This design comes from an exercise in tuning for small area, a short achievable clock period and few clock cycles on the open sky130 flow, not from production work.
RTL that was checked went through simulation tests only; none was proved equivalent to the original.
Power figures rest on the tool's default switching activity, not on a simulated workload.

## aesKeyExpansionApb
module aesKeyExpansionApb (
    input  logic                 clk,
    input  logic                 reset,
    input  logic                 psel,
    input  logic                 penable,
    input  logic                 pwrite,
    input  logic [aesKeyPkg::addrWidth-1:0] paddr,
    input  logic [aesKeyPkg::wordWidth-1:0] pwdata,
    output logic [aesKeyPkg::wordWidth-1:0] prdata,
    output logic                 pready,
    output logic                 pslverr
);
Size: roughly 1700 cells after synthesis, ~340 flip-flops, about 83 I/O pins.
==> module aesKeyExpansionApb, before the edit <==
module aesKeyExpansionApb (
    input  logic                 clk,
    input  logic                 reset,
    input  logic                 psel,
    input  logic                 penable,
    input  logic                 pwrite,
    input  logic [aesKeyPkg::addrWidth-1:0] paddr,
    input  logic [aesKeyPkg::wordWidth-1:0] pwdata,
    output logic [aesKeyPkg::wordWidth-1:0] prdata,
    output logic                 pready,
    output logic                 pslverr
);
    logic       setup;
    logic       isKey;
    logic       isCtrl;
    logic       isStatus;
    logic       isRk;
    logic       rkPage;
    logic       rkValid;
    logic       rkRead;
    logic       errIn;
    logic [3:0] tgtIn;
    assign setup = psel & ~penable;
    assign isKey = (paddr[11:4] == 8'h00) & (paddr[1:0] == 2'b00);
    assign isCtrl = (paddr == aesKeyPkg::ctrlAddr);
    assign isStatus = (paddr == aesKeyPkg::statusAddr);
    assign isRk = (paddr[11:8] != 4'h0);
    assign rkPage = (paddr[11:8] == 4'h1);
    assign tgtIn = paddr[7:4];
    assign rkValid = rkPage & (tgtIn <= 4'd10);
    assign rkRead = ~pwrite & rkValid;
    assign errIn = ~(isKey | isCtrl | isStatus | isRk) | (~pwrite & isRk & ~rkValid);
    logic [31:0] key0, key1, key2, key3;   
    logic [31:0] w0, w1, w2, w3;           
    logic [31:0] n1, n2, n3;
    logic [3:0]  cur;                      
    logic [3:0]  nbr;                      
    logic        down;                     
    logic        half;                     
    logic [3:0]  tgt;                      
    logic        done;
    logic [2:0]  tcnt;                     
    logic [31:0] tword;
    logic        readyReg;
    logic        errReg;
    logic [3:0]  keyWr;                    
    logic        startPend;                
    logic [3:0]  selKey;
    logic [3:0]  selRk;
    logic        selStat;
    logic       tval;
    logic       waiting;
    logic       wantDown;
    logic       stepSetup;
    logic       stepWait;
    logic       flip;
    logic       stepA;
    logic       newDown;
    assign tval = (tcnt == 3'd5);
    assign waiting = ~readyReg;
    assign wantDown = (tgt < cur);
    assign stepSetup = setup & rkRead & (paddr[3:2] == 2'd0) & tval & (tgtIn == nbr);
    assign stepWait = waiting & ~half & tval & (wantDown == down);
    assign flip = waiting & ~half & (wantDown != down);
    assign stepA = stepSetup | stepWait;
    assign newDown = (cur == 4'd10) ? 1'b1 : (cur == 4'd0) ? 1'b0 : down;
    always_ff @(posedge clk) begin
        if (reset) begin
            cur <= 4'd0;
            nbr <= 4'd1;
            down <= 1'b0;
            half <= 1'b0;
            done <= 1'b0;
            readyReg <= 1'b1;
            tcnt <= 3'd0;
            keyWr <= 4'd0;
            startPend <= 1'b0;
        end else begin
            if (startPend) begin
                cur <= 4'd0;
                nbr <= 4'd1;
                down <= 1'b0;
                half <= 1'b0;
                done <= 1'b1;
            end else if (half) begin
                half <= 1'b0;
                down <= newDown;
                nbr <= newDown ? cur - 4'd1 : cur + 4'd1;
            end else if (stepA) begin
                half <= 1'b1;
                cur <= nbr;
            end else if (flip) begin
                down <= ~down;
                nbr <= down ? cur + 4'd1 : cur - 4'd1;
            end
            if (startPend | half | flip) begin
                tcnt <= 3'd0;
            end else if (~tval) begin
                tcnt <= tcnt + 3'd1;
            end
            if (setup) begin
                readyReg <= ~rkRead | (tgtIn == cur) | stepSetup;
            end else if (half & waiting) begin
                readyReg <= (cur == tgt);
            end
            keyWr <= '0;
            startPend <= 1'b0;
            if (setup & pwrite & isKey) begin
                keyWr[paddr[3:2]] <= 1'b1;
            end
            if (setup & pwrite & isCtrl & pwdata[0]) begin
                startPend <= 1'b1;
            end
        end
    end
    always_ff @(posedge clk) begin
        if (setup) begin
            tgt <= tgtIn;
            errReg <= errIn;
            for (int k = 0; k < 4; k++) begin
                selKey[k] <= ~pwrite & isKey & (paddr[3:2] == 2'(k));
                selRk[k] <= rkRead & (paddr[3:2] == 2'(k));
            end
            selStat <= ~pwrite & isStatus;
        end
    end
    always_ff @(posedge clk) begin
        if (keyWr[0]) key0 <= pwdata;
        if (keyWr[1]) key1 <= pwdata;
        if (keyWr[2]) key2 <= pwdata;
        if (keyWr[3]) key3 <= pwdata;
    end
    roundKeyGen keyGen (
        .newW0 (w0),
        .w1    (w1),
        .w2    (w2),
        .w3    (w3),
        .tword (tword),
        .down  (down),
        .n1    (n1),
        .n2    (n2),
        .n3    (n3)
    );
    always_ff @(posedge clk) begin
        if (startPend) begin
            w0 <= key0;
        end else if (stepA) begin
            w0 <= w0 ^ tword;
        end
        if (startPend) begin
            w1 <= key1;
            w2 <= key2;
            w3 <= key3;
        end else if (half) begin
            w1 <= n1;
            w2 <= n2;
            w3 <= n3;
        end
    end
    logic [31:0] xword;
    logic [7:0]  sboxIn;
    logic [21:0] sboxMid;
    logic [21:0] sboxMidReg;
    logic [7:0]  sboxOut;
    logic [3:0]  rconIdx;
    logic [7:0]  rcon;
    assign xword = down ? (w3 ^ w2) : w3;
    always_comb begin
        case (tcnt[1:0])
            2'd0: sboxIn = xword[23:16];
            2'd1: sboxIn = xword[15:8];
            2'd2: sboxIn = xword[7:0];
            default: sboxIn = xword[31:24];
        endcase
    end
    aesSboxTop sboxTop (
        .in  (sboxIn),
        .mid (sboxMid)
    );
    always_ff @(posedge clk) begin
        sboxMidReg <= sboxMid;
    end
    aesSboxBot sboxBot (
        .mid (sboxMidReg),
        .out (sboxOut)
    );
    assign rconIdx = down ? cur : nbr;
    always_comb begin
        case (rconIdx)
            4'd1: rcon = 8'h01;
            4'd2: rcon = 8'h02;
            4'd3: rcon = 8'h04;
            4'd4: rcon = 8'h08;
            4'd5: rcon = 8'h10;
            4'd6: rcon = 8'h20;
            4'd7: rcon = 8'h40;
            4'd8: rcon = 8'h80;
            4'd9: rcon = 8'h1b;
            4'd10: rcon = 8'h36;
            default: rcon = 8'h00;
        endcase
    end
    always_ff @(posedge clk) begin
        case (tcnt)
            3'd1: tword[31:24] <= sboxOut ^ rcon;
            3'd2: tword[23:16] <= sboxOut;
            3'd3: tword[15:8] <= sboxOut;
            3'd4: tword[7:0] <= sboxOut;
            default: ;
        endcase
    end
    assign prdata = ({32{selKey[0]}} & key0) | ({32{selKey[1]}} & key1) |
                    ({32{selKey[2]}} & key2) | ({32{selKey[3]}} & key3) |
                    ({32{selRk[0]}} & w0) | ({32{selRk[1]}} & w1) |
                    ({32{selRk[2]}} & w2) | ({32{selRk[3]}} & w3) |
                    {30'h0, selStat & done, 1'b0};
    assign pready = readyReg;
    assign pslverr = errReg;
endmodule
Settings: LEC_CHECK=0, CAP_MARGIN=20, CORE_MARGIN=2, CORE_UTILIZATION=40, SETUP_SLACK_MARGIN=5.0, SLEW_MARGIN=20; clock period 8.0 ns.
run.sh (not shown) runs the stock make flow with config.mk's settings and CLKGATE_MAP_FILE= SYNTH_SCRIPT=/design/flow/synth_recipe.tcl, a recipe that flattens the netlist after the stock synthesis.
The baseline went through all stages and came out clean.
Next try:
--- a/flow/design.v
+++ b/flow/design.v
@@ -250,9 +250,7 @@
     logic        errReg;
     logic [3:0]  keyWr;                    
     logic        startPend;                
-    logic [3:0]  selKey;
-    logic [3:0]  selRk;
-    logic        selStat;
+    logic [31:0] rdata;                    
     logic       tval;
     logic       waiting;
     logic       wantDown;
@@ -305,8 +303,8 @@
             end
             if (setup) begin
                 readyReg <= ~rkRead | (tgtIn == cur) | stepSetup;
-            end else if (half & waiting) begin
-                readyReg <= (cur == tgt);
+            end else if (waiting) begin
+                readyReg <= ~half & (cur == tgt);
             end
             keyWr <= '0;
             startPend <= 1'b0;
@@ -322,11 +320,6 @@
         if (setup) begin
             tgt <= tgtIn;
             errReg <= errIn;
-            for (int k = 0; k < 4; k++) begin
-                selKey[k] <= ~pwrite & isKey & (paddr[3:2] == 2'(k));
-                selRk[k] <= rkRead & (paddr[3:2] == 2'(k));
-            end
-            selStat <= ~pwrite & isStatus;
         end
     end
     always_ff @(posedge clk) begin
@@ -414,11 +407,34 @@
             default: ;
         endcase
     end
-    assign prdata = ({32{selKey[0]}} & key0) | ({32{selKey[1]}} & key1) |
-                    ({32{selKey[2]}} & key2) | ({32{selKey[3]}} & key3) |
-                    ({32{selRk[0]}} & w0) | ({32{selRk[1]}} & w1) |
-                    ({32{selRk[2]}} & w2) | ({32{selRk[3]}} & w3) |
-                    {30'h0, selStat & done, 1'b0};
+    logic [31:0] rkW0;
+    logic [31:0] rkWord;
+    logic [31:0] keyWord;
+    assign rkW0 = (tgtIn == cur) ? w0 : (w0 ^ tword);
+    always_comb begin
+        case (paddr[3:2])
+            2'd0: rkWord = rkW0;
+            2'd1: rkWord = w1;
+            2'd2: rkWord = w2;
+            default: rkWord = w3;
+        endcase
+        case (paddr[3:2])
+            2'd0: keyWord = key0;
+            2'd1: keyWord = key1;
+            2'd2: keyWord = key2;
+            default: keyWord = key3;
+        endcase
+    end
+    always_ff @(posedge clk) begin
+        if (paddr[8]) begin
+            rdata <= rkWord;
+        end else if (~paddr[4]) begin
+            rdata <= keyWord;
+        end else begin
+            rdata <= {30'h0, paddr[2] & done, 1'b0};
+        end
+    end
+    assign prdata = rdata;
     assign pready = readyReg;
     assign pslverr = errReg;
 endmodule
After rerunning: Final cell count rose by 5.4%. Maximum frequency grows by 20%. Global-route usage drops by 1.4 points. Die area rises by 6.2%. Clock-buffer cell count went up by 9. Worst setup slack improved by 0.61 ns. Synthesized area rises by 6.3%. Critical path depth increases by 6. Final area grows by 2.1%. Sequential share of layout area climbs by 0.73 points. Sequential cell count grows by 23.
No run of this note included a check of the RTL's function; only the layout flow was run.

---

lane 1:
Another version of the RTL of aesKeyExpansionApb (not shown whole).
Size: about 2100 cells after synthesis, ~370 flip-flops, ~83 I/O pins, roughly 19000 sq um of cells after synthesis.
==> module aesKeyExpansionApb, before the edit <==
module aesKeyExpansionApb (
    input  logic                 clk,
    input  logic                 reset,
    input  logic                 psel,
    input  logic                 penable,
    input  logic                 pwrite,
    input  logic [aesKeyPkg::addrWidth-1:0] paddr,
    input  logic [aesKeyPkg::wordWidth-1:0] pwdata,
    output logic [aesKeyPkg::wordWidth-1:0] prdata,
    output logic                 pready,
    output logic                 pslverr
);
    logic       setup;
    logic       isKey;
    logic       isCtrl;
    logic       isStatus;
    logic       isRk;
    logic       rkPage;
    logic       rkValid;
    logic       rkRead;
    logic       errIn;
    logic [3:0] tgtIn;
    assign setup = psel & ~penable;
    assign isKey = (paddr[11:4] == 8'h00) & (paddr[1:0] == 2'b00);
    assign isCtrl = (paddr == aesKeyPkg::ctrlAddr);
    assign isStatus = (paddr == aesKeyPkg::statusAddr);
    assign isRk = (paddr[11:8] != 4'h0);
    assign rkPage = (paddr[11:8] == 4'h1);
    assign tgtIn = paddr[7:4];
    assign rkValid = rkPage & (tgtIn <= 4'd10);
    assign rkRead = ~pwrite & rkValid;
    assign errIn = ~(isKey | isCtrl | isStatus | isRk) | (~pwrite & isRk & ~rkValid);
    logic [31:0] key0, key1, key2, key3;   
    logic [31:0] w0, w1, w2, w3;           
    logic [31:0] n1, n2, n3;
    logic [3:0]  cur;                      
    logic [3:0]  nbr;                      
    logic        down;                     
    logic        half;                     
    logic        done;
    logic [2:0]  tcnt;                     
    logic [31:0] tword;
    logic        readyReg;
    logic        errReg;
    logic [3:0]  keyWr;                    
    logic        startPend;                
    logic [31:0] rdata;                    
    logic       tval;
    logic       waiting;
    logic       wantDown;
    logic       stepSetup;
    logic       stepWait;
    logic       flip;
    logic       stepA;
    logic       newDown;
    assign tval = (tcnt == 3'd6);
    assign waiting = ~readyReg;
    assign wantDown = (tgtIn < cur);
    assign stepSetup = setup & ~pwrite & rkPage & (paddr[3:2] == 2'd0) & (tgtIn == nbr) & tval;
    assign stepWait = waiting & ~half & tval & (wantDown == down);
    assign flip = waiting & ~half & (wantDown != down);
    assign stepA = stepSetup | stepWait;
    assign newDown = (nbr == 4'd10) ? 1'b1 : (nbr == 4'd0) ? 1'b0 : down;
    always_ff @(posedge clk) begin
        if (reset) begin
            cur <= 4'd0;
            nbr <= 4'd1;
            down <= 1'b0;
            half <= 1'b0;
            done <= 1'b0;
            readyReg <= 1'b1;
            tcnt <= 3'd0;
            keyWr <= 4'd0;
            startPend <= 1'b0;
        end else begin
            if (startPend) begin
                cur <= 4'd0;
                nbr <= 4'd1;
                down <= 1'b0;
                half <= 1'b0;
                done <= 1'b1;
            end else if (half) begin
                half <= 1'b0;
                cur <= nbr;
                down <= newDown;
                nbr <= newDown ? nbr - 4'd1 : nbr + 4'd1;
            end else if (stepA) begin
                half <= 1'b1;
            end else if (flip) begin
                down <= ~down;
                nbr <= down ? cur + 4'd1 : cur - 4'd1;
            end
            if (startPend | half | flip) begin
                tcnt <= 3'd0;
            end else if (~tval) begin
                tcnt <= tcnt + 3'd1;
            end
            if (setup) begin
                readyReg <= ~rkRead | (tgtIn == cur) | stepSetup;
            end else if (waiting) begin
                readyReg <= ~half & (cur == tgtIn);
            end
            keyWr <= '0;
            startPend <= 1'b0;
            if (setup & pwrite & isKey) begin
                keyWr[paddr[3:2]] <= 1'b1;
            end
            if (setup & pwrite & isCtrl & pwdata[0]) begin
                startPend <= 1'b1;
            end
        end
    end
    always_ff @(posedge clk) begin
        if (setup) begin
            errReg <= errIn;
        end
    end
    always_ff @(posedge clk) begin
        if (keyWr[0]) key0 <= pwdata;
        if (keyWr[1]) key1 <= pwdata;
        if (keyWr[2]) key2 <= pwdata;
        if (keyWr[3]) key3 <= pwdata;
    end
    roundKeyGen keyGen (
        .newW0 (w0),
        .w1    (w1),
        .w2    (w2),
        .w3    (w3),
        .tword (tword),
        .down  (down),
        .n1    (n1),
        .n2    (n2),
        .n3    (n3)
    );
    always_ff @(posedge clk) begin
        if (startPend) begin
            w0 <= key0;
        end else if (stepA) begin
            w0 <= w0 ^ tword;
        end
        if (startPend) begin
            w1 <= key1;
            w2 <= key2;
            w3 <= key3;
        end else if (half) begin
            w1 <= n1;
            w2 <= n2;
            w3 <= n3;
        end
    end
    logic [31:0] xword;
    logic [7:0]  sboxIn;
    logic [7:0]  sboxInReg;
    logic [21:0] sboxMid;
    logic [21:0] sboxMidReg;
    logic [7:0]  sboxOut;
    logic [3:0]  rconIdx;
    logic [7:0]  rcon;
    assign xword = down ? (w3 ^ w2) : w3;
    always_comb begin
        case (tcnt[1:0])
            2'd0: sboxIn = xword[23:16];
            2'd1: sboxIn = xword[15:8];
            2'd2: sboxIn = xword[7:0];
            default: sboxIn = xword[31:24];
        endcase
    end
    always_ff @(posedge clk) begin
        sboxInReg <= sboxIn;
    end
    aesSboxTop sboxTop (
        .in  (sboxInReg),
        .mid (sboxMid)
    );
    always_ff @(posedge clk) begin
        sboxMidReg <= sboxMid;
    end
    aesSboxBot sboxBot (
        .mid (sboxMidReg),
        .out (sboxOut)
    );
    assign rconIdx = down ? cur : nbr;
    always_comb begin
        case (rconIdx)
            4'd1: rcon = 8'h01;
            4'd2: rcon = 8'h02;
            4'd3: rcon = 8'h04;
            4'd4: rcon = 8'h08;
            4'd5: rcon = 8'h10;
            4'd6: rcon = 8'h20;
            4'd7: rcon = 8'h40;
            4'd8: rcon = 8'h80;
            4'd9: rcon = 8'h1b;
            4'd10: rcon = 8'h36;
            default: rcon = 8'h00;
        endcase
    end
    always_ff @(posedge clk) begin
        case (tcnt)
            3'd2: tword[31:24] <= sboxOut ^ rcon;
            3'd3: tword[23:16] <= sboxOut;
            3'd4: tword[15:8] <= sboxOut;
            3'd5: tword[7:0] <= sboxOut;
            default: ;
        endcase
    end
    logic        same;
    logic [3:0]  wordIs;
    logic [31:0] w0Step;
    logic [31:0] rdataNext;
    assign same = (tgtIn == cur);
    assign wordIs = 4'b0001 << paddr[3:2];
    assign w0Step = w0 ^ tword;
    always_comb begin
        rdataNext = {30'h0, ~paddr[8] & paddr[4] & paddr[2] & done, 1'b0};
        if (paddr[8]) begin
            rdataNext = rdataNext | ({32{wordIs[0] & same}} & w0) |
                        ({32{wordIs[0] & ~same}} & w0Step) |
                        ({32{wordIs[1]}} & w1) | ({32{wordIs[2]}} & w2) |
                        ({32{wordIs[3]}} & w3);
        end else if (~paddr[4]) begin
            rdataNext = rdataNext | ({32{wordIs[0]}} & key0) | ({32{wordIs[1]}} & key1) |
                        ({32{wordIs[2]}} & key2) | ({32{wordIs[3]}} & key3);
        end
    end
    always_ff @(posedge clk) begin
        rdata <= rdataNext;
    end
    assign prdata = rdata;
    assign pready = readyReg;
    assign pslverr = errReg;
endmodule
==> flow/config.mk <==
export PLATFORM = sky130hd
export DESIGN_NAME = aesKeyExpansionApb
export DESIGN_NICKNAME = aesKeyExpansionApb
export VERILOG_FILES = /design/flow/design.v
export SDC_FILE = /design/flow/constraint.sdc
export NUM_CORES = 4
export LEC_CHECK = 0
export ABC_AREA = 1
export CAP_MARGIN = 20
export CORE_MARGIN = 2
export CORE_UTILIZATION = 40
export CTS_BUF_LIST = sky130_fd_sc_hd__clkbuf_8
export CTS_CLUSTER_DIAMETER = 60
export CTS_CLUSTER_SIZE = 16
export SETUP_SLACK_MARGIN = 5.0
export SLEW_MARGIN = 20
==> flow/constraint.sdc <==
create_clock -name core_clock -period 8.0 [get_ports {clk}]
set_input_delay 1.6000 -clock core_clock [delete_from_list [all_inputs] [get_ports {clk}]]
set_output_delay 1.6000 -clock core_clock [all_outputs]
set_load 0.01 [all_outputs]
Lane 1 completed every stage of the flow, and the final layout passed the timing, design-rule and antenna checks.
Testbench counts of lane 1, summed over its fixed seeds: cycles 18,048.
Setup changes, lane 1 to lane 2
-- flow/design.v --
<<< lane 1, line 338
        .n3    (n3)
    );
    always_ff @(posedge clk) begin
        if (startPend) begin
            w0 <= key0;
        end else if (stepA) begin
            w0 <= w0 ^ tword;
        end
        if (startPend) begin
            w1 <= key1;
            w2 <= key2;
            w3 <= key3;
        end else if (half) begin
            w1 <= n1;
            w2 <= n2;
            w3 <= n3;
        end
    end
    logic [31:0] xword;
    logic [7:0]  sboxIn;
    logic [7:0]  sboxInReg;
>>> lane 2, line 338
        .n3    (n3)
    );
    logic        ld;
    logic        st0;
    logic        hold0;
    logic        st;
    logic        hold;
    assign ld = startPend;
    assign st0 = ~startPend & stepA;
    assign hold0 = ~startPend & ~stepA;
    assign st = ~startPend & half;
    assign hold = ~startPend & ~half;
    always_ff @(posedge clk) begin
        w0 <= ({32{hold0}} & w0) | ({32{ld}} & key0) | ({32{st0}} & w0Step);
        w1 <= ({32{hold}} & w1) | ({32{ld}} & key1) | ({32{st}} & n1);
        w2 <= ({32{hold}} & w2) | ({32{ld}} & key2) | ({32{st}} & n2);
        w3 <= ({32{hold}} & w3) | ({32{ld}} & key3) | ({32{st}} & n3);
    end
    logic [7:0]  sboxIn;
    logic [7:0]  sboxInReg;
<<< lane 1, line 362
    logic [3:0]  rconIdx;
    logic [7:0]  rcon;
    assign xword = down ? (w3 ^ w2) : w3;
    always_comb begin
        case (tcnt[1:0])
            2'd0: sboxIn = xword[23:16];
            2'd1: sboxIn = xword[15:8];
            2'd2: sboxIn = xword[7:0];
            default: sboxIn = xword[31:24];
        endcase
    end
    always_ff @(posedge clk) begin
        sboxInReg <= sboxIn;
>>> lane 2, line 361
    logic [3:0]  rconIdx;
    logic [7:0]  rcon;
    logic [7:0]  byte3;
    logic [7:0]  byte2;
    always_comb begin
        case (tcnt[1:0])
            2'd0: begin byte3 = w3[23:16]; byte2 = w2[23:16]; end
            2'd1: begin byte3 = w3[15:8]; byte2 = w2[15:8]; end
            2'd2: begin byte3 = w3[7:0]; byte2 = w2[7:0]; end
            default: begin byte3 = w3[31:24]; byte2 = w2[31:24]; end
        endcase
    end
    assign sboxIn = byte3 ^ (byte2 & {8{down}});
    always_ff @(posedge clk) begin
        sboxInReg <= sboxIn;
[summary]
Re hold slack: lane 2 is 0.043 ns up on lane 1.
Lane 2 reports a lower buffer share of cell area than lane 1 does.
Slack of the worst reg-to-reg path (lower): lane 1
Re total via count after detailed routing: lane 2 and lane 1 aren't equal, and the lower value belongs to lane 2.
Compare lane 2 and lane 1 | via count of the first global-routing pass higher: lane 2
Sort lane 2 and lane 1 by switching portion of total power, descending, and lane 1 comes first.
Taking lane 1 as 1.0, lane 2 lands at 0.912 on clock buffer count from CTS.
In terms of global-route usage, lane 1 and lane 2 differ only marginally.
| synthesized cell count | lane 2 vs lane 1 | 1.1% lower |
The depth of the CTS H-tree reported for lane 2 is smaller than that of lane 1 by 1.
Lane 1 -> lane 2: total power draw decreased by more than 10%
Taking lane 1 as the reference, in lane 2 clock buffer and inverter area fraction after layout shows a reduction of 0.30 points; relative slew slack saw a decrease.
Testbench counts of lane 2, summed over its fixed seeds: cycles 18,048.

what the ideal ports hide:
The flow's constraints put no driver on any port. The routed layouts listed below were extracted and timed again, unchanged, in two steps. Step 1 sets driving cells, clkbuf_16 on the clock port and buf_2 on the other inputs (assumed; they add their load-dependent delay and slew). Step 2 times the ports against the registers' clock, not the clock port: input delays grow and output delays shrink by t, the midpoint of the rising clock arrivals with the driver on. Three values: ideal ports, drivers, drivers and shift; two values: the first two.
run	t (ns)	setup slack, ns	latest minus earliest clock arrival (ns)	worst slew at a driven data input, ns	cell pins on the clock port's net
the first run of note 1	0.609	4.416 / 4.362 / 4.432	0.024 / 0.023	0.05	1
the second run of note 1	0.621	5.023 / 5.023 / 4.473	0.020 / 0.020	0.06	1
lane 1	0.660	5.053 / 5.006 / 4.409	0.034 / 0.034	0.05	1
lane 2	0.716	5.032 / 4.979 / 4.351	0.029 / 0.029	0.05	1
After both steps every run listed still meets setup and hold. The setup slack of lane 2, which loses most, moves by -0.053 ns with the drivers and by -0.681 ns with both steps.
